From an optimization exercise on the open Yosys and OpenROAD flow, aimed at small area, a short achievable clock period and few clock cycles per item; shortcuts taken in it are not production practice. RTL that was checked went through simulation tests only; none was proved equivalent to the original. The RTL of runs 2 and 3 was laid out without a check of its function. Power is estimated from default activity; no workload was simulated.

$ cat design/flow/flow/run.sh
#!/bin/bash
# Own layout flow: the standard ORFS flow (standard.sh), unchanged except
#  - port buffers use a small fast buffer cell (every port still gets one);
set -euo pipefail
export BUFFER_PORTS_ARGS="-buffer_cell sky130_fd_sc_hd__buf_2"
export SETUP_SLACK_MARGIN=7.5
bash standard.sh > standard.log 2>&1
$ cat design/flow/standard.sh
#!/bin/bash
# synth_recipe.tcl (not shown) runs the flow's synth.tcl, then flattens the netlist and writes it again
# the make line also repeats each setting of config.mk as NAME=value (left out here)
make -C /OpenROAD-flow-scripts/flow DESIGN_CONFIG=/design/flow/config.mk WORK_HOME=/design/flow/orfs CLKGATE_MAP_FILE= SYNTH_SCRIPT=/design/flow/synth_recipe.tcl "${@:-finish}"
$ cat design/flow/config.mk
export PLATFORM = sky130hd
export DESIGN_NAME = pattern_date_time_parser_top
export DESIGN_NICKNAME = pattern_date_time_parser_top
export VERILOG_FILES = /design/flow/design.v
export SDC_FILE = /design/flow/constraint.sdc
export NUM_CORES = 4
export LEC_CHECK = 0
export CAP_MARGIN = 20
export CORE_MARGIN = 2
export CORE_UTILIZATION = 40
export SLEW_MARGIN = 20
$ cat design/flow/constraint.sdc
create_clock -name core_clock -period 10.5 [get_ports {i_clk}]
set_input_delay 2.1000 -clock core_clock [delete_from_list [all_inputs] [get_ports {i_clk}]]
set_output_delay 2.1000 -clock core_clock [all_outputs]
set_load 0.01 [all_outputs]
$ cat design/flow/design.v
package pdtp_pkg;
    localparam int          C_MAX_CODES = 16;
    localparam logic [3:0] C_CODE_SKIP       = 4'd0;
    localparam logic [3:0] C_CODE_YY         = 4'd1;
    localparam logic [3:0] C_CODE_YYYY       = 4'd2;
    localparam logic [3:0] C_CODE_MONTH_FLEX = 4'd3;
    localparam logic [3:0] C_CODE_MONTH      = 4'd4;
    localparam logic [3:0] C_CODE_DAY_FLEX   = 4'd5;
    localparam logic [3:0] C_CODE_DAY        = 4'd6;
    localparam logic [3:0] C_CODE_HOUR       = 4'd7;
    localparam logic [3:0] C_CODE_MINUTE     = 4'd8;
    localparam logic [3:0] C_CODE_SECOND     = 4'd9;
    localparam logic [0:0] C_REG_PATTERN_CODES  = 1'b0;
    localparam logic [0:0] C_REG_PATTERN_LENGTH = 1'b1;
    function automatic logic is_field(input logic [3:0] code);
        is_field = (code != 4'd0) && (code <= 4'd9);
    endfunction
    function automatic logic is_flex(input logic [3:0] code);
        is_flex = (code == C_CODE_MONTH_FLEX) || (code == C_CODE_DAY_FLEX);
    endfunction
endpackage
module pdtp_parse (
    input  logic        i_clk,
    input  logic        i_rst_n,
    input  logic        i_valid,
    input  logic        i_last,
    input  logic        i_dig,
    input  logic [3:0]  i_d,
    input  logic [63:0] i_codes,
    input  logic [4:0]  i_len,
    input  logic        i_out_stall,
    output logic        o_step,
    output logic        o_valid,
    output logic [50:0] o_data
);
    localparam logic [1:0] C_M_BAD = 2'd0;
    localparam logic [1:0] C_M_FEB = 2'd1;
    localparam logic [1:0] C_M_30  = 2'd2;
    localparam logic [1:0] C_M_31  = 2'd3;
    localparam logic [2:0] C_D_BAD = 3'd0;
    localparam logic [2:0] C_D_28  = 3'd1;    
    localparam logic [2:0] C_D_29  = 3'd2;
    localparam logic [2:0] C_D_30  = 3'd3;
    localparam logic [2:0] C_D_31  = 3'd4;
    logic [4:0]  r_idx;
    logic        r_act;          
    logic        r_ge1;          
    logic [3:0]  r_c0;           
    logic [1:0]  r_n;
    logic        r_bad, r_failed;
    logic [3:0]  r_a;            
    logic        r_fresh;        
    logic        r_ov;           
    logic [13:0] r_year;
    logic        r_leap, r_ynz;
    logic [6:0]  r_month, r_day, r_hour, r_minute, r_second;
    logic [1:0]  r_mc;
    logic [2:0]  r_dc;
    logic        r_hok, r_mok, r_sok;
    logic        r_matched, r_valid;
    logic        step;
    logic [3:0]  c1, c2, cz;
    logic        act1, act2, actz;
    logic        run;
    logic        f0, flex0, y4, yy, isyear, f1, flex1;
    logic        badn, done_fx;
    logic        s_skip, s_fl0d, s_fl0n, s_fl1d, p2, s_fxd, s_fxm, adv1;
    logic        t2, t2f, t2b;
    logic [1:0]  n_n;
    logic        bad_n, failed_n;
    logic        wr7, wry, wrleap;
    logic        we_mon, we_day, we_hour, we_min, we_sec;
    logic [3:0]  hi;
    logic [6:0]  v7;
    logic [13:0] vy;
    logic [13:0] y_mac;
    logic        vleap, vynz;
    logic [1:0]  vmc;
    logic [2:0]  vdc;
    logic        vtok_h, vtok_m;
    logic        lo_zero, lo_div4;
    logic        matched;
    logic        day_ok, valid;
    logic [13:0] n_year;
    logic        n_leap, n_ynz;
    logic [6:0]  n_month, n_day, n_hour, n_minute, n_second;
    logic [1:0]  n_mc;
    logic [2:0]  n_dc;
    logic        n_hok, n_mok, n_sok;
    logic [15:0] fld;            
    logic [16:0] nf;             
    logic [79:0] ent;            
    logic [39:0] ent1, ent2, ent3;
    logic [4:0]  w0, w1, w2;
    logic [4:0]  idx_p1, idx_p2, idx_n;
    logic        ge_p2, ge_p3;
    logic        e_l1, e_l2;
    function automatic logic [13:0] mul10_add(input logic [9:0] y, input logic [3:0] d);
        logic [13:0] a, b, c, s, cy, p, g, pp, gg, pn, gn;
        a  = {1'b0, y, 3'b000};
        b  = {3'b000, y, 1'b0};
        c  = {10'd0, d};
        s  = a ^ b ^ c;
        cy = {((a[12:0] & b[12:0]) | (a[12:0] & c[12:0]) | (b[12:0] & c[12:0])), 1'b0};
        p  = s ^ cy;
        g  = s & cy;
        pp = p;
        gg = g;
        for (int k = 1; k < 14; k = k * 2) begin
            pn = pp;
            gn = gg;
            for (int i = k; i < 14; i++) begin
                gn[i] = gg[i] | (pp[i] & gg[i - k]);
                pn[i] = pp[i] & pp[i - k];
            end
            pp = pn;
            gg = gn;
        end
        mul10_add = p ^ {gg[12:0], 1'b0};
    endfunction
    assign step = i_valid && (!r_ov || !i_out_stall);
    always_comb begin
        for (int i = 0; i < 16; i++)
            fld[i] = (5'(i) < i_len) && pdtp_pkg::is_field(i_codes[4*i +: 4]);
        nf[16] = 1'b1;
        for (int i = 15; i >= 0; i--)
            nf[i] = nf[i + 1] && !fld[i];
        for (int i = 0; i < 16; i++)
            ent[5*i +: 5] = {nf[i + 1], i_codes[4*i +: 4]};
        for (int k = 0; k < 8; k++) begin
            ent1[5*k +: 5] = ent[5*(2*k+1) +: 5];
            ent2[5*k +: 5] = (k < 7) ? ent[5*(2*k+2) +: 5] : 5'b10000;
            ent3[5*k +: 5] = (k < 7) ? ent[5*(2*k+3) +: 5] : 5'b10000;
        end
    end
    always_comb begin
        w0   = ent1[5*r_idx[3:1] +: 5];
        w1   = ent2[5*r_idx[3:1] +: 5];
        w2   = ent3[5*r_idx[3:1] +: 5];
        c1   = r_idx[0] ? w1[3:0] : w0[3:0];
        c2   = r_idx[0] ? w2[3:0] : w1[3:0];
        ge_p2 = r_idx[0] ? w1[4] : w0[4];
        ge_p3 = r_idx[0] ? w2[4] : w1[4];
        cz   = i_codes[3:0];
        e_l1   = r_idx == 5'(i_len - 5'd1);
        e_l2   = r_idx == 5'(i_len - 5'd2);
        act1   = r_act && !e_l1;
        act2   = r_act && !e_l1 && !e_l2;
        actz   = i_len != 5'd0;
        idx_p1 = 5'(r_idx + 5'd1);
        idx_p2 = 5'(r_idx + 5'd2);
        run    = !r_failed && r_act;
        f0     = pdtp_pkg::is_field(r_c0);
        flex0  = pdtp_pkg::is_flex(r_c0);
        y4     = (r_c0 == pdtp_pkg::C_CODE_YYYY);
        yy     = (r_c0 == pdtp_pkg::C_CODE_YY);
        isyear = yy || y4;
        f1     = pdtp_pkg::is_field(c1);
        flex1  = pdtp_pkg::is_flex(c1);
        badn   = r_bad || !i_dig;
        done_fx = y4 ? (r_n == 2'd3) : (r_n == 2'd1);
        s_skip = run && !f0;                             
        s_fl0d = run && flex0 && !r_n[0] && i_dig;       
        s_fl0n = run && flex0 && !r_n[0] && !i_dig;      
        s_fl1d = run && flex0 && r_n[0] && i_dig;        
        p2     = run && flex0 && r_n[0] && !i_dig;       
        s_fxd  = run && f0 && !flex0 && done_fx;         
        s_fxm  = run && f0 && !flex0 && !done_fx;        
        adv1   = s_skip || s_fl1d || s_fxd;
        t2     = !act1 || !f1;
        t2f    = act1 && flex1;
        t2b    = act1 && f1 && !flex1;
        wr7    = s_fl0d || s_fl1d || (s_fxd && !isyear);
        wry    = run && isyear;
        idx_n    = adv1 ? idx_p1 : p2 ? (t2 ? idx_p2 : idx_p1) : r_idx;
        n_n      = s_fl0d ? 2'd1 : (s_fl1d || s_fxd) ? 2'd0 :
                   s_fxm ? 2'(r_n + 2'd1) : p2 ? {1'b0, t2b} : r_n;
        bad_n    = s_fxd ? 1'b0 : s_fxm ? badn : p2 ? t2b : r_bad;
        failed_n = s_fl0n || (p2 && t2f) || r_failed;
        matched = !r_failed && r_ge1 &&
                  (!r_act || !f0 || (flex0 && (r_n[0] || i_dig)) || (!flex0 && done_fx));
        hi = (flex0 && r_n == 2'd0) ? 4'd0 : r_a;
        v7 = (badn && !(flex0 && r_n == 2'd0)) ? 7'd0 : 7'(7'(i_d) + 7'(hi) * 7'd10);
        y_mac = mul10_add(r_year[9:0], i_d);
        vy   = badn ? (yy ? 14'd1900 : 14'd0) :
               (r_n == 2'd0) ? (yy ? 14'(8'd190 + 8'(i_d)) : 14'(i_d)) : y_mac;
        if (badn)
            vynz = yy;
        else if (r_n == 2'd0)
            vynz = yy || (i_d != 4'd0);
        else
            vynz = r_ynz || (i_d != 4'd0);
        lo_zero = (r_a == 4'd0) && (i_d == 4'd0);
        lo_div4 = !i_d[0] && (r_a[0] == i_d[1]);
        wrleap  = wry && ((y4 && r_n == 2'd1) || done_fx);
        vleap   = (y4 && r_n == 2'd1) ? lo_div4 :
                  (!badn && (lo_zero ? (y4 && r_leap) : lo_div4));
        vmc = C_M_BAD;
        vdc = C_D_BAD;
        if (!(badn && !(flex0 && r_n == 2'd0))) begin
            if (hi == 4'd0) begin
                case (i_d)
                    4'd1, 4'd3, 4'd5, 4'd7, 4'd8: vmc = C_M_31;
                    4'd2:                         vmc = C_M_FEB;
                    4'd4, 4'd6, 4'd9:             vmc = C_M_30;
                    default:                      vmc = C_M_BAD;
                endcase
                vdc = (i_d != 4'd0) ? C_D_28 : C_D_BAD;
            end else if (hi == 4'd1) begin
                vmc = (i_d == 4'd0 || i_d == 4'd2) ? C_M_31 :
                      (i_d == 4'd1) ? C_M_30 : C_M_BAD;
                vdc = C_D_28;
            end else if (hi == 4'd2) begin
                vdc = (i_d == 4'd9) ? C_D_29 : C_D_28;
            end else if (hi == 4'd3) begin
                vdc = (i_d == 4'd0) ? C_D_30 : (i_d == 4'd1) ? C_D_31 : C_D_BAD;
            end
        end
        vtok_h = badn || (hi < 4'd2) || (hi == 4'd2 && i_d < 4'd4);
        vtok_m = badn || (hi < 4'd6);
        we_mon  = wr7 && (r_c0 == pdtp_pkg::C_CODE_MONTH_FLEX || r_c0 == pdtp_pkg::C_CODE_MONTH);
        we_day  = wr7 && (r_c0 == pdtp_pkg::C_CODE_DAY_FLEX   || r_c0 == pdtp_pkg::C_CODE_DAY);
        we_hour = wr7 && (r_c0 == pdtp_pkg::C_CODE_HOUR);
        we_min  = wr7 && (r_c0 == pdtp_pkg::C_CODE_MINUTE);
        we_sec  = wr7 && (r_c0 == pdtp_pkg::C_CODE_SECOND);
        n_year   = wry     ? vy     : (r_fresh ? 14'd0 : r_year);
        n_ynz    = wry     ? vynz   : (!r_fresh && r_ynz);
        n_leap   = wrleap  ? vleap  : (!r_fresh && r_leap);
        n_month  = we_mon  ? v7     : (r_fresh ? 7'd0 : r_month);
        n_mc     = we_mon  ? vmc    : (r_fresh ? C_M_BAD : r_mc);
        n_day    = we_day  ? v7     : (r_fresh ? 7'd0 : r_day);
        n_dc     = we_day  ? vdc    : (r_fresh ? C_D_BAD : r_dc);
        n_hour   = we_hour ? v7     : (r_fresh ? 7'd0 : r_hour);
        n_hok    = we_hour ? vtok_h : (r_fresh || r_hok);
        n_minute = we_min  ? v7     : (r_fresh ? 7'd0 : r_minute);
        n_mok    = we_min  ? vtok_m : (r_fresh || r_mok);
        n_second = we_sec  ? v7     : (r_fresh ? 7'd0 : r_second);
        n_sok    = we_sec  ? vtok_m : (r_fresh || r_sok);
        day_ok = (n_dc == C_D_28) ||
                 (n_dc == C_D_29 && (n_mc != C_M_FEB || n_leap)) ||
                 (n_dc == C_D_30 && n_mc != C_M_FEB) ||
                 (n_dc == C_D_31 && n_mc == C_M_31);
        valid  = matched && n_ynz && (n_mc != C_M_BAD) && day_ok && n_hok && n_mok && n_sok;
        if (i_last && !matched) begin
            n_year   = 14'd0;
            n_month  = 7'd0;
            n_day    = 7'd0;
            n_hour   = 7'd0;
            n_minute = 7'd0;
            n_second = 7'd0;
        end
    end
    always_ff @(posedge i_clk) begin
        if (!i_rst_n) begin
            r_idx    <= '0;
            r_n      <= '0;
            r_bad    <= 1'b0;
            r_failed <= 1'b0;
            r_fresh  <= 1'b1;
            r_ov     <= 1'b0;
        end else begin
            if (step) begin
                r_idx    <= i_last ? 5'd0 : idx_n;
                r_n      <= i_last ? 2'd0 : n_n;
                r_bad    <= i_last ? 1'b0 : bad_n;
                r_failed <= i_last ? 1'b0 : failed_n;
                r_fresh  <= i_last;
            end
            r_ov <= (step && i_last) || (r_ov && i_out_stall);
        end
    end
    always_ff @(posedge i_clk) begin
        if (step) begin
            if (i_last) begin
                r_c0  <= cz;
                r_act <= actz;
                r_ge1 <= nf[1];
            end else if (adv1 || (p2 && !t2)) begin
                r_c0  <= c1;
                r_act <= act1;
                r_ge1 <= ge_p2;
            end else if (p2) begin
                r_c0  <= c2;
                r_act <= act2;
                r_ge1 <= ge_p3;
            end
        end else if (r_idx == 5'd0) begin
            r_c0  <= cz;
            r_act <= actz;
            r_ge1 <= nf[1];
        end
    end
    always_ff @(posedge i_clk) begin
        if (step) begin
            r_a      <= i_d;
            r_year   <= n_year;
            r_ynz    <= n_ynz;
            r_leap   <= n_leap;
            r_month  <= n_month;
            r_mc     <= n_mc;
            r_day    <= n_day;
            r_dc     <= n_dc;
            r_hour   <= n_hour;
            r_hok    <= n_hok;
            r_minute <= n_minute;
            r_mok    <= n_mok;
            r_second <= n_second;
            r_sok    <= n_sok;
        end
        if (step && i_last) begin
            r_matched <= matched;
            r_valid   <= valid;
        end
    end
    assign o_step  = step;
    assign o_valid = r_ov;
    assign o_data  = {r_year, r_month, r_day, r_hour, r_minute, r_second, r_matched, r_valid};
endmodule
module pattern_date_time_parser_top (
    input  logic                i_clk,
    input  logic                i_rst_n,
    input  logic                i_in_valid,
    output logic                o_in_stall,
    input  logic [8:0]          i_in_data,
    output logic                o_out_valid,
    input  logic                i_out_stall,
    output logic [50:0]         o_out_data,
    input  logic                i_cfg_wr_en,
    input  logic [0:0]          i_cfg_index,
    input  logic [63:0]         i_cfg_wdata
);
    logic [63:0] r_codes;
    logic [4:0]  r_len;          
    logic        r_cz;           
    logic [4:0]  len;            
    logic        r_hv, r_sv;     
    logic [5:0]  r_head, r_skid;
    logic [5:0]  in_item;
    logic        in_dig;
    logic        step;
    logic        head_load;
    always_ff @(posedge i_clk) begin
        if (!i_rst_n) begin
            r_len <= '0;
            r_cz  <= 1'b1;
        end else if (i_cfg_wr_en) begin
            if (i_cfg_index == pdtp_pkg::C_REG_PATTERN_CODES)
                r_cz <= 1'b0;
            else
                r_len <= i_cfg_wdata[4] ? 5'd16 : {1'b0, i_cfg_wdata[3:0]};
        end
    end
    always_ff @(posedge i_clk) begin
        if (i_cfg_wr_en && i_cfg_index == pdtp_pkg::C_REG_PATTERN_CODES)
            r_codes <= i_cfg_wdata;
    end
    assign len = r_cz ? 5'd0 : r_len;
    assign in_dig  = (i_in_data[8:5] == 4'd3) && (i_in_data[4:1] <= 4'd9);
    assign in_item = {i_in_data[0], in_dig, i_in_data[4:1]};
    assign head_load  = !r_hv || step;
    assign o_in_stall = r_sv;
    always_ff @(posedge i_clk) begin
        if (!i_rst_n) begin
            r_hv <= 1'b0;
            r_sv <= 1'b0;
        end else begin
            if (head_load)
                r_hv <= r_sv || i_in_valid;
            if (r_sv)
                r_sv <= !head_load;
            else
                r_sv <= !head_load && i_in_valid;
        end
    end
    always_ff @(posedge i_clk) begin
        if (head_load)
            r_head <= r_sv ? r_skid : in_item;
        if (!r_sv)
            r_skid <= in_item;
    end
    pdtp_parse u_parse (
        .i_clk       (i_clk),
        .i_rst_n     (i_rst_n),
        .i_valid     (r_hv),
        .i_last      (r_head[5]),
        .i_dig       (r_head[4]),
        .i_d         (r_head[3:0]),
        .i_codes     (r_codes),
        .i_len       (len),
        .i_out_stall (i_out_stall),
        .o_step      (step),
        .o_valid     (o_out_valid),
        .o_data      (o_out_data)
    );
endmodule
==> flow_summary.json, run 1 <==
{
  "critPathMaxStageDelay_ns": 0.45,
  "cp-start-kind": "flop",
  "layout.cells.most_common_list": "edfxtp_1, buf_2, nor2_1",
  "num_vias": 7743,
  "grt_pass1_wl_mm": 39.4,
  "cts.sinks": 168,
  "fmax_mhz": 317,
  "p_sw_mw": 0.481,
  "clk_pin_slew_ns": 0.07,
  "grt_setup_unrepaired": "true",
  "top_layer": "met4",
  "final_layout_size_suffix_gt1_frac": 0.321,
  "clock-root-buffer": "clkbuf_16",
  "final_common_cell": "edfxtp_1",
  "synth_top_area_frac": 0.437,
  "fillers": 2147,
  "worst_slack_ns": 7.35,
  "synth_area_leader_cell": "edfxtp_1",
  "synth_area_per_cell_um2": 10.8,
  "dp_hpwl_mm": 18.1,
  "layout_min_cycle_time_ns": 3.15,
  "seq_area_um2": 4800,
  "synth_edf_count": 141,
  "ys_ff_latch": 168,
  "die_h_um": 160,
  "vias_per_cell": 5.55,
  "clk_latency_ns": 0.44,
  "design_power_total_mw": 1.70,
  "rows": 56,
  "final_nets": 1181,
  "synthTopCellsByArea": "edfxtp_1, dfxtp_1, ha_1, nor2_1, a21oi_1",
  "hold_slack_ns": 0.480,
  "wl_met2_mm": 12.5,
  "cts_buffer_depth": 2,
  "power.share.clock": 0.364,
  "antennaDiodeCount": 0,
  "cp_slowest_cell": "edfxtp_1",
  "hold_viol_final": 0,
  "yosysWarnings": 2,
  "detail-route-antenna-nets": 0,
  "final_core_util": 0.514,
  "crit_fanout": 3,
  "die_x_um": 160,
  "path_cells": "buf_2",
  "core_um2": 23600,
  "crit_required_ns": 8.40,
  "wl_met3_mm": 1.42,
  "area.growth.synth_to_final_pct": 25.1,
  "ctsHoldBuffers": 0,
  "ys_async_sr_fraction": 0,
  "timing.clock.skew_ns": 0.0156,
  "swShare": 0.283,
  "grt_usage": 0.195,
  "finalCritPeriodShare": 0.300,
  "critPathBufInv": 1,
  "vdd_drop_max_mv": 0.106,
  "antenna_found_initial": 0,
  "slew_violations": 0,
  "routedWlPerCell_um": 18.5,
  "cp-end-kind": "output port",
  "dpl.cell_count": 1307,
  "synth_ff_type": "edfxtp_1",
  "grt_remaining_overflow": 0,
  "synth_nets": 1016,
  "cts.htree.levels": 4,
  "first_pass_iters": 5,
  "synthCells": 899,
  "drt_iter0_markers": 592,
  "slew_headroom": 0.462,
  "worstPathArrival_ns": 1.05,
  "grt_pass1_vias": 7221,
  "met1_length_mm": 11.1,
  "worstMarginPinSlew_ns": 0.805,
  "cts_tree": "done",
  "criticalPathCategory": "flop to output port",
  "routed_wirelength_mm": 25.8,
  "final_cell_area_um2": 12100,
  "internal_power_mw": 1.22,
  "combinationalPowerShare": 0.169,
  "initial_core_util": 0.411,
  "min_path_type": "flop to flop",
  "crit_family": "flip-flops",
  "multi_input_area_um2": 4950,
  "dieArea_um2": 25500,
  "powerDensity_nw_per_um2": 140,
  "tns_ns": 0,
  "port_buffers": 131,
  "grt_max_degree": 66,
  "pre_cts_slack_ns": 6.95,
  "outcome": "finished clean",
  "drv_cap": 0,
  "design.portCount": 132,
  "fin_cells": 1395,
  "gp_congestion": 0.895,
  "cts_made_buffers": 17,
  "place_area_um2": 10700,
  "setup_viol": 0,
  "ys_types": 90,
  "leakagePower_nw": 4.47,
  "p_seq_frac": 0.467,
  "ys_seq_area_frac": 0.492,
  "drc": 0,
  "syn_area_um2": 9700
}
layout make-up:
type                            count  area share
Multi-Input combinational cell    647       0.408
Tap cell                          319      0.0329
Inverter                           37      0.0141
Sequential cell                   168       0.396
Timing Repair inverter              2     0.00175
Timing Repair Buffer              191       0.101
Clock buffer                       18      0.0354
Clock inverter                     13      0.0111
cells in the mapped netlist, types with 4 or more instances:
master / instances
nand2b_1: 19
mux2_4: 4
xnor2_1: 18
mux2_2: 12
nor2_1: 100
a21oi_1: 64
dfxtp_1: 27
ha_1: 34
a21boi_0: 4
a2111oi_0: 4
nor2b_1: 14
nand4_1: 7
o21ai_0: 49
nor3b_1: 6
a221o_1: 6
nor4_1: 8
and2_1: 6
inv_1: 35
o21a_1: 8
fa_1: 4
mux4_2: 12
mux2i_1: 28
buf_6: 4
nand3_1: 22
a21o_1: 7
o31ai_1: 7
buf_1: 5
clkbuf_1: 26
xor2_1: 5
nor3_1: 22
or2_2: 4
edfxtp_1: 141
o311ai_0: 4
a31oi_1: 4
a211oi_1: 5
or4_1: 9
buf_4: 5
o21bai_1: 5
o21ai_1: 4
buf_2: 7
o211ai_1: 10
nand2_1: 66
repair_timing:
action | 4_1_cts | 5_1_grt
cloned | 1 | 3
buffers inserted | 30 | 23
pin swaps | 3 | 24
resized for setup | 43 | 44
setup endpoints to repair | 160 | 163
final timing paths:
kind                           from              end  slack, ns  depth (start not counted)
setup / recovery  u_parse.r_year[2]   o_out_data[39]       7.35                          1
hold / removal            r_skid[5]        r_skid[5]       0.48                          1
setup reg to reg    u_parse.r_c0[3]  u_parse.r_valid       7.56                          9
hold reg to reg           r_skid[5]        r_skid[5]       0.48                          1
state kept, by name, summed over array words and instances (netlist names), 6 cells and up, named ones only:
signal and count:
r_codes 64, u_parse.r_year 14, u_parse.r_day 7, u_parse.r_hour 7, u_parse.r_minute 7, u_parse.r_month 7, u_parse.r_second 7, r_head 6
r_skid 6
power groups by stage:
| stage | combinational [mW] | sequential (mW) | clock, mW |
|---|---|---|---|
| global placement | 0.230 | 0.815 | 0 |
| floorplan | 0.175 | 0.797 | 0 |
| finish | 0.288 | 0.795 | 0.620 |
| global route | 0.313 | 0.799 | 0.658 |
| detailed placement | 0.231 | 0.815 | 0 |
| CTS | 0.264 | 0.795 | 0.628 |
logic make-up (layout without fill, tap and decap cells):
kind of cell | count (synthesis) | in the layout | share of synthesized area
xor+xnor | 23 | 23 | 0.0208
buf+inv | 84 | 261 | 0.0385
compound gates | 222 | 222 | 0.158
flops | 168 | 168 | 0.492
mux | 57 | 57 | 0.0783
simple gates | 306 | 306 | 0.159
fa+ha+maj | 39 | 39 | 0.0532
per-layer routing:
| metal | global-route usage | up-vias |
|---|---|---|
| li1 | - | 3705 |
| met1 | 0.258 | 3646 |
| met2 | 0.326 | 338 |
| met3 | 0.0306 | 54 |
| met4 | 0.0711 | 0 |
| met5 | 0 | - |
Testbench counts, summed over its fixed seeds: cycles 233,137, chars 233,009.
==> inputs of run 2 (changes only) <==
--- a/design/flow/design.v
+++ b/design/flow/design.v
@@ -89,12 +89,11 @@
     logic        n_hok, n_mok, n_sok;
     logic [15:0] fld;            
     logic [16:0] nf;             
-    logic [79:0] ent;            
-    logic [39:0] ent1, ent2, ent3;
-    logic [4:0]  w0, w1, w2;
+    logic [95:0] ent;            
+    logic [47:0] ent1, ent2, ent3;
+    logic [5:0]  w0, w1, w2;
     logic [4:0]  idx_p1, idx_p2, idx_n;
     logic        ge_p2, ge_p3;
-    logic        e_l1, e_l2;
     function automatic logic [13:0] mul10_add(input logic [9:0] y, input logic [3:0] d);
         logic [13:0] a, b, c, s, cy, p, g, pp, gg, pn, gn;
         a  = {1'b0, y, 3'b000};
@@ -126,26 +125,24 @@
         for (int i = 15; i >= 0; i--)
             nf[i] = nf[i + 1] && !fld[i];
         for (int i = 0; i < 16; i++)
-            ent[5*i +: 5] = {nf[i + 1], i_codes[4*i +: 4]};
+            ent[6*i +: 6] = {5'(i) < i_len, nf[i + 1], i_codes[4*i +: 4]};
         for (int k = 0; k < 8; k++) begin
-            ent1[5*k +: 5] = ent[5*(2*k+1) +: 5];
-            ent2[5*k +: 5] = (k < 7) ? ent[5*(2*k+2) +: 5] : 5'b10000;
-            ent3[5*k +: 5] = (k < 7) ? ent[5*(2*k+3) +: 5] : 5'b10000;
+            ent1[6*k +: 6] = ent[6*(2*k+1) +: 6];
+            ent2[6*k +: 6] = (k < 7) ? ent[6*(2*k+2) +: 6] : 6'b010000;
+            ent3[6*k +: 6] = (k < 7) ? ent[6*(2*k+3) +: 6] : 6'b010000;
         end
     end
     always_comb begin
-        w0   = ent1[5*r_idx[3:1] +: 5];
-        w1   = ent2[5*r_idx[3:1] +: 5];
-        w2   = ent3[5*r_idx[3:1] +: 5];
+        w0   = ent1[6*r_idx[3:1] +: 6];
+        w1   = ent2[6*r_idx[3:1] +: 6];
+        w2   = ent3[6*r_idx[3:1] +: 6];
+        act1 = r_idx[0] ? w1[5] : w0[5];
+        act2 = r_idx[0] ? w2[5] : w1[5];
         c1   = r_idx[0] ? w1[3:0] : w0[3:0];
         c2   = r_idx[0] ? w2[3:0] : w1[3:0];
         ge_p2 = r_idx[0] ? w1[4] : w0[4];
         ge_p3 = r_idx[0] ? w2[4] : w1[4];
         cz   = i_codes[3:0];
-        e_l1   = r_idx == 5'(i_len - 5'd1);
-        e_l2   = r_idx == 5'(i_len - 5'd2);
-        act1   = r_act && !e_l1;
-        act2   = r_act && !e_l1 && !e_l2;
         actz   = i_len != 5'd0;
         idx_p1 = 5'(r_idx + 5'd1);
         idx_p2 = 5'(r_idx + 5'd2);
@@ -180,7 +177,7 @@
         matched = !r_failed && r_ge1 &&
                   (!r_act || !f0 || (flex0 && (r_n[0] || i_dig)) || (!flex0 && done_fx));
         hi = (flex0 && r_n == 2'd0) ? 4'd0 : r_a;
-        v7 = (badn && !(flex0 && r_n == 2'd0)) ? 7'd0 : 7'(7'(i_d) + 7'(hi) * 7'd10);
+        v7 = (flex0 && r_n == 2'd0) ? 7'(i_d) : badn ? 7'd0 : 7'(7'(i_d) + 7'(r_a) * 7'd10);
         y_mac = mul10_add(r_year[9:0], i_d);
         vy   = badn ? (yy ? 14'd1900 : 14'd0) :
                (r_n == 2'd0) ? (yy ? 14'(8'd190 + 8'(i_d)) : 14'(i_d)) : y_mac;
==> run 2 against run 1 <==
  * Sequential share of layout area up 0.70 points
  * Critical path type unchanged
  * Clock power up 1%
  * Synthesized cell count down 1.6%
  * Routed wire length down 4.2%
  * First-iteration DRC count down 15%
==> flow_summary.json, run 2 <==
{
  "crit_fanout": 2,
  "ys_ff_latch": 168,
  "cts.sinks": 168,
  "cp-endpoint": "o_out_data[37]",
  "worstPathArrival_ns": 1.02,
  "synth_top_family_by_area": "compound AO/OA/AOI/OAI gates",
  "final_layout_size_suffix_gt1_frac": 0.307,
  "routedWlPerCell_um": 17.8,
  "routed_wirelength_mm": 24.7,
  "min_path_type": "flop to flop",
  "rows": 56,
  "top_regs": "r_codes (64), u_parse.r_year (14)",
  "vdd_drop_max_mv": 0.106,
  "hold_viol_final": 0,
  "drv_cap": 0,
  "synth.most_common_cell": "edfxtp_1",
  "core_um2": 23400,
  "largest-register": "r_codes",
  "netlist_top_cells_count": "edfxtp_1, nor2_1, nand2_1, a21oi_1, o21ai_0",
  "slew_violations": 0,
  "layout_min_cycle_time_ns": 3.12,
  "grt_pass1_vias": 7404,
  "antenna_found_initial": 0,
  "cp_slowest_cell": "edfxtp_1",
  "layout.cells.most_common_list": "edfxtp_1, buf_2, nor2_1",
  "r2r_cells": 9,
  "synthXorXnorAreaFrac": 0.0166,
  "fmax_mhz": 321,
  "yosys.area_share.simple": 0.153,
  "critPathMaxStageDelay_ns": 0.43,
  "synth_top_area_frac": 0.445,
  "synth_area_per_cell_um2": 10.8,
  "ys_seq_area_frac": 0.501,
  "largest_reg_flops": 64,
  "drt_iter0_markers": 504,
  "hold_slack_ns": 0.473,
  "antennaDiodeCount": 0,
  "dp_hpwl_mm": 17.2,
  "final_common_cell": "edfxtp_1",
  "synth_area_leader_cell": "edfxtp_1",
  "startpoint": "u_parse.r_year[0]",
  "crit_required_ns": 8.40,
  "num_vias": 7638,
  "first_pass_iters": 5,
  "yosysWarnings": 2,
  "crit_family": "flip-flops",
  "detail-route-antenna-nets": 0,
  "critPathBufInv": 1,
  "grt_setup_unrepaired": "true",
  "synth_compound_area_frac": 0.166,
  "leakagePower_nw": 4.36,
  "dieArea_um2": 25100,
  "r2r-start": "r_len[0]",
  "synthTopCellsByArea": "edfxtp_1, dfxtp_1, ha_1, nor2_1, mux2i_1",
  "synth_ff_type": "edfxtp_1",
  "outcome": "finished clean",
  "grt_pass1_wl_mm": 38.2,
  "r2r-end": "u_parse.r_ge1",
  "finalCritPeriodShare": 0.297,
  "setup_viol": 0,
  "powerDensity_nw_per_um2": 140,
  "slew_headroom": 0.495,
  "worstMarginPinSlew_ns": 0.746,
  "die_x_um": 158,
  "cp-start-kind": "flop",
  "synth_edf_count": 141,
  "cts_buffer_depth": 2,
  "synth.area.mux_share": 0.0740,
  "port_buffers": 131,
  "grt_max_degree": 66,
  "criticalPathCategory": "flop to output port",
  "ys_types": 77,
  "design.portCount": 132,
  "cts_tree": "done",
  "area.growth.synth_to_final_pct": 25.2,
  "synthCells": 885,
  "synth_nets": 1001,
  "grt_usage": 0.197,
  "grt_remaining_overflow": 0,
  "cp.depth": 1,
  "syn_area_um2": 9520,
  "timing.clock.skew_ns": 0.0147,
  "clock-root-buffer": "clkbuf_16",
  "clk_latency_ns": 0.43,
  "cts_made_buffers": 17,
  "synth-adder-area-share": 0.0518,
  "path_cells": "buf_2",
  "vias_per_cell": 5.51,
  "ctsHoldBuffers": 0,
  "ys_async_sr_fraction": 0,
  "tns_ns": 0,
  "cp-end-kind": "output port",
  "die_h_um": 158,
  "gp_congestion": 0.903,
  "cts.htree.levels": 4,
  "r2r_setup_slack_ns": 7.50,
  "clk_pin_slew_ns": 0.08,
  "drc": 0,
  "initial_core_util": 0.407,
  "final_nets": 1171
}
-- run 2: power by group --
group / switching (mW) / leakage [nW] / internal, mW
sequential: 0.0313 / 1.58 / 0.760
clock: 0.291 / 0.283 / 0.336
combinational: 0.143 / 2.49 / 0.112
total: 0.465 / 4.36 / 1.21
-- run 2: cell families (layout without fill, tap and decap cells) --
kind of cell | count (synthesis) | count (layout)
xor+xnor | 18 | 18
fa+ha+maj | 37 | 37
flops | 168 | 168
mux | 58 | 58
buf+inv | 78 | 261
simple gates | 291 | 291
compound gates | 235 | 235
-- run 2: layout make-up --
class	count	area, µm²
clock buffer	17	425
multi-input combinational	639	4740
timing repair inverter	1	8.76
inverter	32	139
fill	2193	11500
timing repair buffer	196	1260
clock inverter	15	150
tap	319	399
sequential	168	4800
-- run 2: metal layers --
layer | track usage | vias to the layer above | wire length, µm
met2 | 0.360 | 239 | 12800
li1 | - | 3711 | -
met5 | 0 | - | 0
met1 | 0.236 | 3636 | 10200
met3 | 0.0316 | 52 | 1020
met4 | 0.0665 | 0 | 682
-- run 2: timing repair --
| item | 4_1_cts | 5_1_grt |
|---|---|---|
| cloned | 1 | 2 |
| hold endpoints to repair | 0 | 0 |
| pin swaps | 9 | 11 |
| setup buffers | 41 | 17 |
| setup endpoints to repair | 126 | 87 |
| resized for setup | 42 | 37 |
-- run 2: worst min path at each step --
| stage | from | endpoint | slack (ns) | cells past startpoint |
|---|---|---|---|---|
| after floorplan | r_head[0] | u_parse.r_a[0] | 0.42 | 0 |
| after global placement | u_parse.r_idx[4] | u_parse.r_idx[4] | 0.46 | 2 |
| after detailed placement | u_parse.r_idx[4] | u_parse.r_idx[4] | 0.46 | 2 |
| after CTS | u_parse.r_idx[4] | u_parse.r_idx[4] | 0.47 | 2 |
| after global routing | r_skid[5] | r_skid[5] | 0.52 | 1 |
| final | u_parse.r_idx[4] | u_parse.r_idx[4] | 0.47 | 2 |
-- run 2: through the flow --
| stage | utilization | area [µm²] | total power [mW] | cells | worst slack [ns] |
|---|---|---|---|---|---|
| 4_1_cts | 0.496 | 11600 | 1.67 | 1368 | 7.38 |
| 2_1_floorplan | - | 9710 | 0.952 | 885 | 6.99 |
| 5_1_grt | 0.509 | 11900 | 1.74 | 1387 | 7.36 |
| 6_report | 0.509 | 11900 | 1.67 | 1387 | 7.38 |
| 3_3_place_gp | 0.450 | 10500 | 1.02 | 1294 | 6.60 |
| 3_5_place_dp | 0.450 | 10500 | 1.02 | 1294 | 6.57 |
==> inputs of run 3 (changes only) <==
==> design/flow/flow/run.sh (replaced) <==
#!/bin/bash
# Own layout flow: the standard ORFS flow (standard.sh), unchanged except
#  - port buffers use a small fast buffer cell (every port still gets one);
set -euo pipefail
export BUFFER_PORTS_ARGS="-buffer_cell sky130_fd_sc_hd__buf_2"
export SETUP_SLACK_MARGIN=7.3
bash standard.sh > standard.log 2>&1
==> run 3 against run 2 <==
  * Worst hold slack improved by 0.0058 ns
  * Sequential power increased by 0.6%
  * Flip-flop and latch count unchanged
  * Clock skew decreased by 0.0044 ns
  * Still clean on timing, DRC and antenna
  * First-iteration DRC count increased by 18%
  * Setup slack got worse by 0.036 ns
  * Largest cell class unchanged
  * Synthesized cell count unchanged
  * Fmax decreased by 1.2%
  * Total power increased by 2.1%
  * Die area unchanged
  * Global-route usage decreased by 0.32 points
==> flow_summary.json, run 3 <==
{
  "drt_iter0_markers": 593,
  "multi_input_area_um2": 4570,
  "timing.clock.skew_ns": 0.0103,
  "min_path_type": "flop to flop",
  "die_x_um": 158,
  "tns_ns": 0,
  "grt_usage": 0.194,
  "grt_setup_unrepaired": "true",
  "fmax_mhz": 317,
  "antennaDiodeCount": 0,
  "slew_violations": 0,
  "drv_cap": 0,
  "cts_tree": "done",
  "ys_ff_latch": 168,
  "cp-end-kind": "output port",
  "syn_area_um2": 9520,
  "seq_area_um2": 4790,
  "synth_edf_count": 141,
  "layout_min_cycle_time_ns": 3.16,
  "synth_nets": 1001,
  "hold_viol_final": 0,
  "ys_types": 77,
  "fin_cells": 1349,
  "cts.htree.levels": 4,
  "pre_cts_slack_ns": 6.56,
  "grt_remaining_overflow": 0,
  "synthTopCellsByArea": "edfxtp_1, dfxtp_1, ha_1, nor2_1, mux2i_1",
  "dieArea_um2": 25100,
  "dpl.cell_count": 1293,
  "synth_area_leader_cell": "edfxtp_1",
  "r2r_setup_slack_ns": 7.41,
  "vias_per_cell": 5.56,
  "critPathBufInv": 1,
  "vdd_drop_max_mv": 0.0967,
  "largest-register": "r_codes",
  "powerDensity_nw_per_um2": 149,
  "synth.most_common_cell": "edfxtp_1",
  "core_um2": 23400,
  "hold_slack_ns": 0.479,
  "drc": 0,
  "synthCells": 885,
  "worstPathArrival_ns": 1.06,
  "final_layout_size_suffix_gt1_frac": 0.255,
  "cts_made_buffers": 17,
  "ctsHoldBuffers": 0,
  "clock-root-buffer": "clkbuf_16",
  "synth_top_area_frac": 0.445,
  "cp-start-kind": "flop",
  "finalCritPeriodShare": 0.301,
  "final_common_cell": "edfxtp_1",
  "design.portCount": 132,
  "crit_family": "flip-flops",
  "path_cells": "buf_2",
  "initial_core_util": 0.407,
  "largest_reg_flops": 64,
  "gp_congestion": 0.900,
  "final_nets": 1134,
  "setup_viol": 0,
  "worstMarginPinSlew_ns": 1.05,
  "crit_required_ns": 8.40,
  "port_buffers": 131,
  "num_vias": 7503,
  "ys_async_sr_fraction": 0,
  "synth_area_per_cell_um2": 10.8,
  "grt_pass1_wl_mm": 37.3,
  "ys_seq_area_frac": 0.501,
  "criticalPathCategory": "flop to output port",
  "die_h_um": 158,
  "routedWlPerCell_um": 17.9,
  "top_regs": "r_codes (64), u_parse.r_year (14)",
  "leakagePower_nw": 4.15,
  "dp_hpwl_mm": 17.3,
  "cts_buffer_depth": 2,
  "area.growth.synth_to_final_pct": 20.3,
  "clk_pin_slew_ns": 0.07,
  "detail-route-antenna-nets": 0,
  "first_pass_iters": 5,
  "routed_wirelength_mm": 24.1,
  "synth_ff_type": "edfxtp_1",
  "slew_headroom": 0.291,
  "netlist_top_cells_count": "edfxtp_1, nor2_1, nand2_1, a21oi_1, o21ai_0",
  "antenna_found_initial": 0,
  "clk_latency_ns": 0.44,
  "yosysWarnings": 2,
  "rows": 56,
  "cp_slowest_cell": "edfxtp_1",
  "design_power_total_mw": 1.71,
  "crit_fanout": 3,
  "layout.cells.most_common_list": "edfxtp_1, buf_2, nor2_1",
  "outcome": "finished clean",
  "grt_max_degree": 66,
  "grt_pass1_vias": 7073,
  "critPathMaxStageDelay_ns": 0.45,
  "cts.sinks": 168,
  "fillers": 2199,
  "worst_slack_ns": 7.34
}
## run 3: cell types whose count changed in the layout (fill, tap and decap cells not counted), sizes merged
cell    previous run  this run
buf              194       158
bufinv             1         4
inv               40        37
clkbuf            19        18
clkinv             5         4
## run 3: kinds of logic after synthesis
family	after synthesis	synth area share
multiplexers	58	0.0740
adder cells (fa/ha/maj)	37	0.0518
buffers and inverters	78	0.0370
AND/OR/NAND/NOR	291	0.153
flip-flops	168	0.501
AO/OA/AOI/OAI	235	0.166
XOR/XNOR	18	0.0166
## run 3: final cells by class
class,count,area share
inverter,32,0.0121
clock buffer,17,0.0371
timing repair inverter,1,0.000764
clock inverter,14,0.0183
timing repair buffer,159,0.0799
multi-input combinational,639,0.399
sequential,168,0.418
tap,319,0.0348
## run 3: worst register-to-register path: cells and delay by family, from the launching register on
kind               cells  cell delay (ns)
muxes                  2             0.81
DFF                    1             0.60
AOI/OAI and AO/OA      4             1.03
and+or+nand+nor        1             0.42
## run 3: power by group
group	leakage, nW	switching [mW]	internal (mW)	total (mW)
Combinational	2.26	0.128	0.0941	0.222
Sequential	1.58	0.0358	0.761	0.796
Clock	0.310	0.284	0.405	0.689
## run 3: metal layers
layer	GRT usage	part of all wire
met3	0.0346	0.047
met5	0	0
met2	0.331	0.49
met1	0.238	0.43
met4	0.0931	0.036
## run 3: what timing repair did
action / 4_1_cts / 5_1_grt
gates cloned: 1 / 1
setup buffers: 7 / 16
endpoints found under the setup margin: 52 / 73
pin swaps: 2 / 4
resized for setup: 12 / 30
## run 3: final timing paths
path	to	cells after the start	from
worst max-delay path	o_out_data[37]	1	u_parse.r_year[0]
worst min-delay path	r_skid[4]	2	r_skid[4]
worst max register to register	u_parse.r_valid	7	u_parse.r_c0[3]
worst min register to register	r_skid[4]	2	r_skid[4]
## run 3: stage by stage
step                 util  instance area (µm²)
CTS                 0.478                11200
detailed placement  0.446                10400
floorplan               -                 9600
finish              0.490                11500
global placement    0.446                10400
global route        0.490                11500
==> inputs of run 4 (changes only) <==
--- a/design/flow/design.v
+++ b/design/flow/design.v
@@ -58,6 +58,7 @@
     logic [2:0]  r_dc;
     logic        r_hok, r_mok, r_sok;
     logic        r_matched, r_valid;
+    logic        zl, k_fresh, ld_y, ld_mon, ld_day, ld_hour, ld_min, ld_sec, ld_res;
     logic        step;
     logic [3:0]  c1, c2, cz;
     logic        act1, act2, actz;
@@ -290,24 +291,35 @@
     always_ff @(posedge i_clk) begin
         if (step) begin
             r_a      <= i_d;
-            r_year   <= n_year;
             r_ynz    <= n_ynz;
             r_leap   <= n_leap;
-            r_month  <= n_month;
             r_mc     <= n_mc;
-            r_day    <= n_day;
             r_dc     <= n_dc;
-            r_hour   <= n_hour;
             r_hok    <= n_hok;
-            r_minute <= n_minute;
             r_mok    <= n_mok;
-            r_second <= n_second;
             r_sok    <= n_sok;
         end
-        if (step && i_last) begin
-            r_matched <= matched;
-            r_valid   <= valid;
-        end
+    end
+    always_comb begin
+        zl      = i_last && !matched;
+        k_fresh = !step || (!r_fresh && !zl);
+        ld_y    = step && wry && !zl;
+        ld_mon  = step && we_mon && !zl;
+        ld_day  = step && we_day && !zl;
+        ld_hour = step && we_hour && !zl;
+        ld_min  = step && we_min && !zl;
+        ld_sec  = step && we_sec && !zl;
+        ld_res  = step && i_last;
+    end
+    always_ff @(posedge i_clk) begin
+        r_year    <= ({14{ld_y}}    & vy) | ({14{k_fresh && !(step && wry)}}    & r_year);
+        r_month   <= ({7{ld_mon}}   & v7) | ({7{k_fresh && !(step && we_mon)}}  & r_month);
+        r_day     <= ({7{ld_day}}   & v7) | ({7{k_fresh && !(step && we_day)}}  & r_day);
+        r_hour    <= ({7{ld_hour}}  & v7) | ({7{k_fresh && !(step && we_hour)}} & r_hour);
+        r_minute  <= ({7{ld_min}}   & v7) | ({7{k_fresh && !(step && we_min)}}  & r_minute);
+        r_second  <= ({7{ld_sec}}   & v7) | ({7{k_fresh && !(step && we_sec)}}  & r_second);
+        r_matched <= (ld_res && matched) | (!ld_res && r_matched);
+        r_valid   <= (ld_res && valid)   | (!ld_res && r_valid);
     end
     assign o_step  = step;
     assign o_valid = r_ov;
==> design/flow/flow/run.sh (replaced) <==
#!/bin/bash
# Own layout flow: the standard ORFS flow (standard.sh), unchanged except
#  - port buffers use a small fast buffer cell (every port still gets one);
set -euo pipefail
export BUFFER_PORTS_ARGS="-buffer_cell sky130_fd_sc_hd__buf_2"
export SETUP_SLACK_MARGIN=7.5
bash standard.sh > standard.log 2>&1
==> run 4 against run 3 <==
  * Critical path depth did not move
  * Clock power fell by 11%
  * Clock-buffer cell count rose by 1
  * Combinational power fell by 9%
  * Global-route usage rose by 1.1 points
  * Largest cell class is now multi-input combinational cells
  * Largest power group unchanged
  * Fmax rose by 3.2%
  * Register-to-register slack improved by 0.13 ns
  * Total power fell by 8.2%
  * Via count rose by 3.8%
==> flow_summary.json, run 4 <==
{
  "synthCells": 890,
  "antennaDiodeCount": 0,
  "drv_cap": 0,
  "rows": 55,
  "p_sw_mw": 0.424,
  "fin_cells": 1361,
  "grt_pass1_wl_mm": 39.2,
  "ys_seq_area_frac": 0.467,
  "whs_path_depth": 2,
  "grt_remaining_overflow": 0,
  "critPathBufInv": 1,
  "grt_pass1_vias": 7211,
  "ys_async_sr_fraction": 0,
  "cp-start-kind": "flop",
  "ys_ff_latch": 168,
  "die_x_um": 155,
  "antenna_found_initial": 0,
  "design_power_total_mw": 1.57,
  "final_layout_size_suffix_gt1_frac": 0.360,
  "cts.sinks": 168,
  "cts_tree": "done",
  "num_vias": 7789,
  "area.growth.synth_to_final_pct": 31.3,
  "final_common_cell": "edfxtp_1",
  "crit_fanout": 1,
  "cp-end-kind": "output port",
  "combinationalPowerShare": 0.129,
  "cts_buffer_depth": 2,
  "clock-root-buffer": "clkbuf_16",
  "layout_min_cycle_time_ns": 3.06,
  "netlist_top_cells_count": "edfxtp_1, dfxtp_1, nand2_1, o21ai_0, a21oi_1",
  "slew_headroom": 0.259,
  "synthTopCellsByArea": "edfxtp_1, dfxtp_1, ha_1, a22o_1, o21ai_0",
  "worstPathArrival_ns": 0.96,
  "place_area_um2": 10200,
  "synth_top_area_frac": 0.301,
  "min_from": "u_parse.r_month[3]",
  "synth_area_per_cell_um2": 10.3,
  "drc": 0,
  "path_cells": "buf_2",
  "largest-register": "r_codes",
  "criticalPathCategory": "flop to output port",
  "top_regs": "r_codes (64), u_parse.r_year (14)",
  "dieArea_um2": 24200,
  "leakagePower_nw": 4.57,
  "first_pass_iters": 5,
  "routed_wirelength_mm": 25.1,
  "r2r-start": "u_parse.r_idx[1]",
  "powerDensity_nw_per_um2": 130,
  "setup_viol": 0,
  "hold_slack_ns": 0.465,
  "largest_reg_flops": 64,
  "swShare": 0.270,
  "r2r_setup_slack_ns": 7.54,
  "crit_family": "flip-flops",
  "r2r_cells": 10,
  "cts_made_buffers": 17,
  "final_core_util": 0.534,
  "timing.clock.skew_ns": 0.00872,
  "cts.htree.levels": 4,
  "vias_per_cell": 5.72,
  "synth_nets": 1006,
  "outcome": "finished clean",
  "cp_slowest_cell": "edfxtp_1",
  "design.portCount": 132,
  "internal_power_mw": 1.14,
  "synth_area_leader_cell": "edfxtp_1",
  "synth_ff_type": "edfxtp_1",
  "drt_iter0_markers": 611,
  "port_buffers": 131,
  "final_nets": 1179,
  "hold_viol_final": 0,
  "worstMarginPinSlew_ns": 1.10,
  "vdd_drop_max_mv": 0.107,
  "die_h_um": 155,
  "dpl.cell_count": 1264,
  "clk_pin_slew_ns": 0.07,
  "critPathMaxStageDelay_ns": 0.37,
  "min_to": "u_parse.r_month[3]",
  "worst_slack_ns": 7.44,
  "gp_congestion": 0.914,
  "core_um2": 22600,
  "synth_edf_count": 92,
  "clk_latency_ns": 0.44,
  "slew_violations": 0,
  "min_path_type": "flop to flop",
  "finalCritPeriodShare": 0.291,
  "r2r-end": "u_parse.r_c0[2]",
  "syn_area_um2": 9180,
  "grt_setup_unrepaired": "true",
  "grt_max_degree": 66,
  "grt_usage": 0.205,
  "ys_types": 82,
  "crit_required_ns": 8.40,
  "pre_cts_slack_ns": 6.71,
  "power.share.clock": 0.390,
  "tns_ns": 0,
  "synth.most_common_cell": "edfxtp_1",
  "final_cell_area_um2": 12100,
  "yosysWarnings": 2,
  "layout.cells.most_common_list": "edfxtp_1, buf_2, nand2_1",
  "initial_core_util": 0.407,
  "fmax_mhz": 327,
  "dp_hpwl_mm": 17.5,
  "routedWlPerCell_um": 18.4,
  "p_seq_frac": 0.481,
  "detail-route-antenna-nets": 0,
  "ctsHoldBuffers": 0
}
run 4: cell count changes after synthesis, sizes merged, moves of 6 or more:
cell | previous run | this run
nand3 | 11 | 21
inv | 31 | 38
edfxtp | 141 | 92
nand2b | 15 | 6
a31oi | 12 | 18
dfxtp | 27 | 76
nor2 | 96 | 54
mux2i | 34 | 26
or3 | 1 | 8
a22o | 0 | 38
o21ai | 53 | 73
a21oi | 67 | 56
run 4: cells by family after synthesis:
group,count (synthesis),synth area share
and+or+nand+nor,258,0.147
xor gates and xnor gates,18,0.0172
AOI/OAI and AO/OA,271,0.202
adders and majority gates,38,0.0548
muxes,51,0.0737
buffers and inverters,86,0.0388
DFF,168,0.467
run 4: layout make-up:
cell class                      instances  area [µm²]
Clock buffer                           18         429
Clock inverter                         14         136
Tap cell                              285         357
Timing Repair Buffer                  200        1610
Timing Repair inverter                  2        22.5
Sequential cell                       168        4380
Multi-Input combinational cell        636        4950
Inverter                               38         169
Fill cell                            2011       10500
run 4: how the worst max path moves through the flow:
stage	startpoint	to	slack [ns]	cells past startpoint
floorplan	i_cfg_wr_en	r_codes[0]	6.99	1
global placement	i_out_stall	u_parse.r_year[13]	6.74	7
detailed placement	u_parse.r_n[0]	flop	6.71	10
CTS	u_parse.r_n[0]	flop	7.40	10
global route	u_parse.r_c0[1]	flop	7.37	9
finish	flop	o_out_data[0]	7.44	1
run 4: timing repair:
item,CTS,global route
gates cloned,2,3
pin swaps,7,12
endpoints found under the setup margin,128,116
buffers inserted,31,29
gates resized for setup,129,58
run 4: layer usage:
layer / vias up / GRT usage / wire length [µm]
met3: 39 / 0.0337 / 1250
met2: 274 / 0.328 / 11800
met5: - / 0 / 0
li1: 3758 / - / -
met1: 3718 / 0.283 / 11500
met4: 0 / 0.0703 / 534
run 4: power groups by stage:
stage	Clock, mW	Combinational, mW	Sequential [mW]
finish	0.611	0.203	0.753
global route	0.645	0.222	0.757
CTS	0.623	0.187	0.753
detailed placement	0	0.165	0.773
global placement	0	0.165	0.772
floorplan	0	0.129	0.753
Testbench counts of run 4, summed over its fixed seeds: cycles 233,137, chars 233,009.
==> inputs of run 5 (changes only) <==
==> design/flow/flow/run.sh (replaced) <==
#!/bin/bash
# Own layout flow: the standard ORFS flow (standard.sh), unchanged except
#  - port buffers use a small fast buffer cell (every port still gets one);
set -euo pipefail
export BUFFER_PORTS_ARGS="-buffer_cell sky130_fd_sc_hd__buf_2"
export SETUP_SLACK_MARGIN=7.1
bash standard.sh > standard.log 2>&1
==> run 5 against run 4 <==
  * Critical path depth increased by 9
  * Via count decreased by 4.7%
  * Largest cell class unchanged
  * Combinational power decreased by 18%
  * Setup slack got worse by 0.22 ns
  * Clock-buffer cell count increased by 1
  * Worst hold slack got worse by 0.013 ns
  * Sequential share of layout area increased by 3.4 points
  * Critical endpoint is now u_parse.r_ge1
  * Register-to-register slack got worse by 0.29 ns
  * First-iteration DRC count decreased by 27%
  * Synthesized cell count unchanged
  * Clock skew increased by 0.011 ns
  * Die area unchanged
==> flow_summary.json, run 5 <==
{
  "outcome": "finished clean",
  "synth_top_area_frac": 0.301,
  "vdd_drop_max_mv": 0.101,
  "p_seq_frac": 0.483,
  "ys_seq_area_frac": 0.467,
  "crit_required_ns": 10.67,
  "hold_viol_final": 0,
  "hold_slack_ns": 0.451,
  "fillers": 2170,
  "dp_hpwl_mm": 17.4,
  "largest_reg_flops": 64,
  "power.share.clock": 0.411,
  "cp-endpoint": "u_parse.r_ge1",
  "r2r_setup_slack_ns": 7.25,
  "layout.cells.most_common_list": "buf_2, edfxtp_1, dfxtp_1",
  "cts_made_buffers": 17,
  "core_um2": 22600,
  "synthTopCellsByArea": "edfxtp_1, dfxtp_1, ha_1, a22o_1, o21ai_0",
  "design_power_total_mw": 1.57,
  "dpl.cell_count": 1263,
  "area.growth.synth_to_final_pct": 17.7,
  "ys_ff_latch": 168,
  "drt_iter0_markers": 449,
  "routed_wirelength_mm": 23.5,
  "synth_edf_count": 92,
  "cp-start-kind": "primary input",
  "routedWlPerCell_um": 18.0,
  "initial_core_util": 0.407,
  "top_regs": "r_codes (64), u_parse.r_year (14)",
  "criticalPathCategory": "primary input to flop",
  "drv_cap": 0,
  "yosysWarnings": 2,
  "cts_buffer_depth": 2,
  "ys_async_sr_fraction": 0,
  "largest-register": "r_codes",
  "synth.most_common_cell": "edfxtp_1",
  "tns_ns": 0,
  "syn_area_um2": 9180,
  "synth_ff_type": "edfxtp_1",
  "cp.depth": 10,
  "r2r_cells": 9,
  "slew_violations": 0,
  "gp_congestion": 0.861,
  "grt_max_degree": 66,
  "port_buffers": 131,
  "fmax_mhz": 306,
  "final_common_cell": "buf_2",
  "rows": 55,
  "cts.sinks": 168,
  "grt_remaining_overflow": 0,
  "grt_setup_unrepaired": "true",
  "timing.clock.skew_ns": 0.0201,
  "synth_area_per_cell_um2": 10.3,
  "final_layout_size_suffix_gt1_frac": 0.234,
  "startpoint": "i_out_stall",
  "antennaDiodeCount": 0,
  "synth_area_leader_cell": "edfxtp_1",
  "grt_pass1_vias": 7089,
  "critPathBufInv": 3,
  "worstMarginPinSlew_ns": 1.03,
  "die_h_um": 155,
  "synthCells": 890,
  "final_nets": 1121,
  "cts_tree": "done",
  "cp-end-kind": "flop",
  "synth_nets": 1006,
  "crit_fanout": 15,
  "critPathMaxStageDelay_ns": 0.20,
  "layout_min_cycle_time_ns": 3.27,
  "grt_pass1_wl_mm": 37.7,
  "swShare": 0.264,
  "first_pass_iters": 5,
  "clock-root-buffer": "clkbuf_16",
  "num_vias": 7422,
  "worstPathArrival_ns": 3.44,
  "die_x_um": 155,
  "combinationalPowerShare": 0.106,
  "ys_types": 82,
  "antenna_found_initial": 0,
  "crit_family": "simple AND/OR/NAND/NOR gates",
  "setup_viol": 0,
  "finalCritPeriodShare": 0.312,
  "slew_headroom": 0.307,
  "drc": 0,
  "powerDensity_nw_per_um2": 145,
  "internal_power_mw": 1.15,
  "detail-route-antenna-nets": 0,
  "clk_pin_slew_ns": 0.07,
  "dieArea_um2": 24200,
  "path_cells": "buf_2 > nand2_1 > nand2_4 > clkinvlp_4 > buf_4 > nand2b_2 > nor2_1 > and4_1 > mux2i_1 > o311ai_1",
  "grt_usage": 0.197,
  "design.portCount": 132,
  "min_path_type": "flop to flop",
  "r2r-start": "u_parse.r_c0[2]",
  "p_sw_mw": 0.413,
  "clk_latency_ns": 0.44,
  "vias_per_cell": 5.70,
  "netlist_top_cells_count": "edfxtp_1, dfxtp_1, nand2_1, o21ai_0, a21oi_1",
  "cp_slowest_cell": "buf_4",
  "cts.htree.levels": 4,
  "leakagePower_nw": 4.14,
  "fin_cells": 1303
}
## run 5: final cells by class
class,count,area (µm²),area share
Inverter,38,146,0.0135
Multi-Input combinational cell,636,4650,0.430
Timing Repair Buffer,144,768,0.0711
Tap cell,285,357,0.0330
Clock buffer,19,433,0.0401
Clock inverter,13,161,0.0149
Sequential cell,168,4290,0.397
## run 5: worst min-delay path by stage
stage	startpoint	to	slack (ns)	depth (start not counted)
floorplan	r_skid[4]	r_skid[4]	0.43	2
global placement	u_parse.r_day[3]	u_parse.r_day[3]	0.45	2
detailed placement	u_parse.r_hour[4]	u_parse.r_hour[4]	0.44	2
CTS	u_parse.r_hour[4]	u_parse.r_hour[4]	0.46	2
global route	u_parse.r_year[13]	u_parse.r_year[13]	0.49	1
finish	u_parse.r_hour[4]	u_parse.r_hour[4]	0.45	2
## run 5: tightest hold or removal path, cell delays in order, from the launching register on
cell and delay (ns):
dfxtp_1 0.32, nand2_1 0.04, o21ai_0 0.05
## run 5: kinds of logic (layout without fill, tap and decap cells)
kind of cell | Yosys count | count (layout) | share of synthesized area
buffers and inverters | 86 | 214 | 0.0388
XOR/XNOR | 18 | 18 | 0.0172
multiplexers | 51 | 51 | 0.0737
flip-flops | 168 | 168 | 0.467
AND/OR/NAND/NOR | 258 | 258 | 0.147
adder cells (fa/ha/maj) | 38 | 38 | 0.0548
AO/OA/AOI/OAI | 271 | 271 | 0.202
## run 5: through the flow
step	instance area, µm²	util	worst slack [ns]
2_1_floorplan	9200	-	6.99
6_report	10800	0.479	7.23
3_5_place_dp	10000	0.444	6.14
3_3_place_gp	10000	0.444	6.25
5_1_grt	10800	0.479	7.03
4_1_cts	10700	0.475	6.97
## run 5: repair_timing
action | in CTS | in global routing
resized for setup | 17 | 14
hold endpoints to repair | 0 | 0
hold buffers | 0 | 0
setup buffers | 2 | 6
cloned | 0 | 0
endpoints found under the setup margin | 73 | 64
pin swaps | 0 | 2
## run 5: metal layers
layer,GRT usage,up-vias,part of all wire
met2,0.332,240,0.48
met3,0.0323,24,0.050
met4,0.0590,0,0.017
li1,-,3632,-
met5,0,-,0
met1,0.262,3526,0.46
## run 5: power groups by stage
stage	clock network, mW	logic, mW	registers, mW
after floorplan	0	0.120	0.752
after global placement	0	0.153	0.774
final	0.643	0.166	0.757
after detailed placement	0	0.154	0.774
after CTS	0.652	0.160	0.759
after global routing	0.677	0.184	0.761
==> inputs of run 6 (changes only) <==
==> design/flow/flow/run.sh (replaced) <==
#!/bin/bash
# Own layout flow: the standard ORFS flow (standard.sh), unchanged except
#  - port buffers use a small fast buffer cell (every port still gets one);
set -euo pipefail
export BUFFER_PORTS_ARGS="-buffer_cell sky130_fd_sc_hd__buf_2"
export SETUP_SLACK_MARGIN=6.8
bash standard.sh > standard.log 2>&1
==> run 6 against run 5 <==
  * Combinational power down 4%
  * Global-route usage fell by 0.13 points
  * Clock power shrank 4.4%
  * Area after synthesis did not move
  * Sequential share of layout area grew 0.63 points
  * Fmax is 8.1% lower
  * Worst hold slack gained 0.0055 ns
  * Utilization fell by 0.77 points
  * Design area decreased by 1.6%
  * Critical endpoint is now u_parse.r_c0[2]
==> flow_summary.json, run 6 <==
{
  "slew_headroom": 0.353,
  "ys_ff_latch": 168,
  "worstMarginPinSlew_ns": 0.960,
  "powerDensity_nw_per_um2": 144,
  "drv_cap": 0,
  "cp-endpoint": "u_parse.r_c0[2]",
  "die_x_um": 155,
  "dp_hpwl_mm": 17.4,
  "drt_iter0_markers": 593,
  "cts_buffer_depth": 2,
  "cp-end-kind": "flop",
  "area.growth.synth_to_final_pct": 15.9,
  "startpoint": "u_parse.r_idx[3]",
  "synthTopCellsByArea": "edfxtp_1, dfxtp_1, ha_1, a22o_1, o21ai_0",
  "routedWlPerCell_um": 18.1,
  "synth_top_area_frac": 0.301,
  "synth_ff_type": "edfxtp_1",
  "gp_congestion": 0.872,
  "layout_min_cycle_time_ns": 3.56,
  "first_pass_iters": 5,
  "clock-root-buffer": "clkbuf_16",
  "ys_async_sr_fraction": 0,
  "cts_tree": "done",
  "dieArea_um2": 24200,
  "drc": 0,
  "hold_viol_final": 0,
  "ys_seq_area_frac": 0.467,
  "ys_types": 82,
  "vdd_drop_max_mv": 0.106,
  "r2r-start": "u_parse.r_idx[3]",
  "grt_pass1_vias": 6953,
  "syn_area_um2": 9180,
  "grt_remaining_overflow": 0,
  "clk_latency_ns": 0.44,
  "core_um2": 22600,
  "worstPathArrival_ns": 3.84,
  "initial_core_util": 0.407,
  "final_nets": 1113,
  "criticalPathCategory": "flop to flop",
  "rows": 55,
  "yosysWarnings": 2,
  "ctsHoldBuffers": 0,
  "clk_pin_slew_ns": 0.07,
  "synth_area_per_cell_um2": 10.3,
  "antenna_found_initial": 0,
  "routed_wirelength_mm": 23.4,
  "layout.cells.most_common_list": "buf_2, edfxtp_1, dfxtp_1",
  "final_layout_size_suffix_gt1_frac": 0.213,
  "largest-register": "r_codes",
  "antennaDiodeCount": 0,
  "top_regs": "r_codes (64), u_parse.r_year (14)",
  "grt_pass1_wl_mm": 37.5,
  "synth.most_common_cell": "edfxtp_1",
  "crit_fanout": 21,
  "cp-start-kind": "flop",
  "min_path_type": "flop to flop",
  "port_buffers": 131,
  "setup_viol": 0,
  "synth_edf_count": 92,
  "leakagePower_nw": 4.10,
  "design.portCount": 132,
  "grt_usage": 0.196,
  "timing.clock.skew_ns": 0.0110,
  "vias_per_cell": 5.71,
  "design_power_total_mw": 1.53,
  "cts_made_buffers": 17,
  "finalCritPeriodShare": 0.339,
  "cts.htree.levels": 4,
  "fmax_mhz": 281,
  "synthCells": 890,
  "netlist_top_cells_count": "edfxtp_1, dfxtp_1, nand2_1, o21ai_0, a21oi_1",
  "num_vias": 7391,
  "r2r_cells": 9,
  "synth_area_leader_cell": "edfxtp_1",
  "grt_setup_unrepaired": "true",
  "cts_setup_buffers": 0,
  "crit_required_ns": 10.78,
  "whs_path_depth": 2,
  "largest_reg_flops": 64,
  "slew_violations": 0,
  "cts.sinks": 168,
  "final_common_cell": "buf_2",
  "outcome": "finished clean",
  "synth_nets": 1006,
  "detail-route-antenna-nets": 0,
  "grt_max_degree": 66,
  "r2r-end": "u_parse.r_c0[2]",
  "tns_ns": 0,
  "r2r_setup_slack_ns": 6.94,
  "die_h_um": 155
}
run 6: cell type report:
type	count	area, µm²
Inverter	38	143
Sequential cell	168	4290
Fill cell	2175	11900
Clock inverter	13	120
Clock buffer	19	454
Tap cell	285	357
Multi-Input combinational cell	636	4580
Timing Repair Buffer	136	693
run 6: what timing repair did:
item | CTS | global route
endpoints found under the setup margin | 4 | 58
gates resized for setup | 2 | 6
hold endpoints to repair | 0 | 0
run 6: critical path: stages, from the launching register on:
cell and delay (ns):
dfxtp_1 0.80, inv_1 0.43, a221o_1 0.42, a31oi_2 0.36, nand2_2 0.13, nor3_4 0.26, nor3_2 0.10, a31oi_4 0.38
mux2_1 0.38, o21ai_1 0.14
run 6: how the worst min path moves through the flow:
| stage | endpoint | slack [ns] | startpoint |
|---|---|---|---|
| floorplan | r_skid[4] | 0.43 | r_skid[4] |
| detailed placement | u_parse.r_day[3] | 0.45 | u_parse.r_day[3] |
| CTS | u_parse.r_day[3] | 0.46 | u_parse.r_day[3] |
| global placement | u_parse.r_day[3] | 0.44 | u_parse.r_day[3] |
| global route | u_parse.r_second[3] | 0.49 | u_parse.r_second[3] |
| finish | u_parse.r_hour[4] | 0.46 | u_parse.r_hour[4] |
run 6: metal layers:
| layer | vias to the layer above | wire, µm | track usage |
|---|---|---|---|
| met5 | - | 0 | 0 |
| met4 | 0 | 280 | 0.0433 |
| met3 | 32 | 1320 | 0.0460 |
| met2 | 250 | 10900 | 0.316 |
| met1 | 3490 | 10900 | 0.270 |
| li1 | 3619 | - | - |
run 6: kinds of logic after synthesis:
logic type,count (synthesis),synth area share
AOI/OAI and AO/OA,271,0.202
and+or+nand+nor,258,0.147
DFF,168,0.467
buffers and inverters,86,0.0388
muxes,51,0.0737
adders and majority gates,38,0.0548
xor gates and xnor gates,18,0.0172
run 6: stage by stage:
stage               utilization  area, µm²  instances  hold slack (ns)  setup WS, ns
detailed placement        0.444      10000       1263            0.446          6.46
global placement          0.444      10000       1263            0.437          6.41
CTS                       0.470      10600       1295            0.461          6.78
floorplan                     -       9190        890            0.431          6.99
global route              0.471      10600       1295            0.490          6.80
finish                    0.471      10600       1295            0.457          6.94
run 6: where the power goes:
part           leakage, nW  switching [mW]  internal (mW)
logic                 2.32          0.0933         0.0656
registers             1.49          0.0347          0.725
clock network        0.290           0.279          0.336

-- separate check: timing with driven ports --
In the flow no input, the clock included, has a driving cell. The finished layouts below were timed again as built, in two steps.
Step 1 assumes that a clkbuf_16 drives the clock port and a buf_2 every other input.
Step 2, shift: input delay + t, output delay - t, t = (earliest + latest rising clock arrival at the registers) / 2. This alone moves slack from input paths to output paths.
Slacks: no drivers / after step 1 / after step 2; pairs: no drivers / after step 1.
run | t (ns) | setup slack, ns | worst setup path after step 2 | slew at the worst register clock pin (ns) | worst data-port slew with drivers (ns)
run 1 | 0.476 | 7.345 / 7.297 / 7.043 | input to register | 0.07 / 0.07 | 0.07
run 2 | 0.473 | 7.380 / 7.334 / 6.917 | input to register | 0.08 / 0.08 | 0.06
run 3 | 0.475 | 7.344 / 7.298 / 6.894 | input to register | 0.07 / 0.07 | 0.04
run 4 | 0.477 | 7.443 / 7.397 / 7.092 | input to register | 0.07 / 0.07 | 0.04
run 5 | 0.482 | 7.228 / 7.215 / 6.772 | input to register | 0.08 / 0.08 | 0.04
run 6 | 0.476 | 6.941 / 6.941 / 6.613 | input to register | 0.07 / 0.07 | 0.03
After both steps setup and hold are still met in every run listed. For run 2, which loses most, drivers alone change the setup slack by -0.046 ns; drivers and shift together by -0.463 ns.
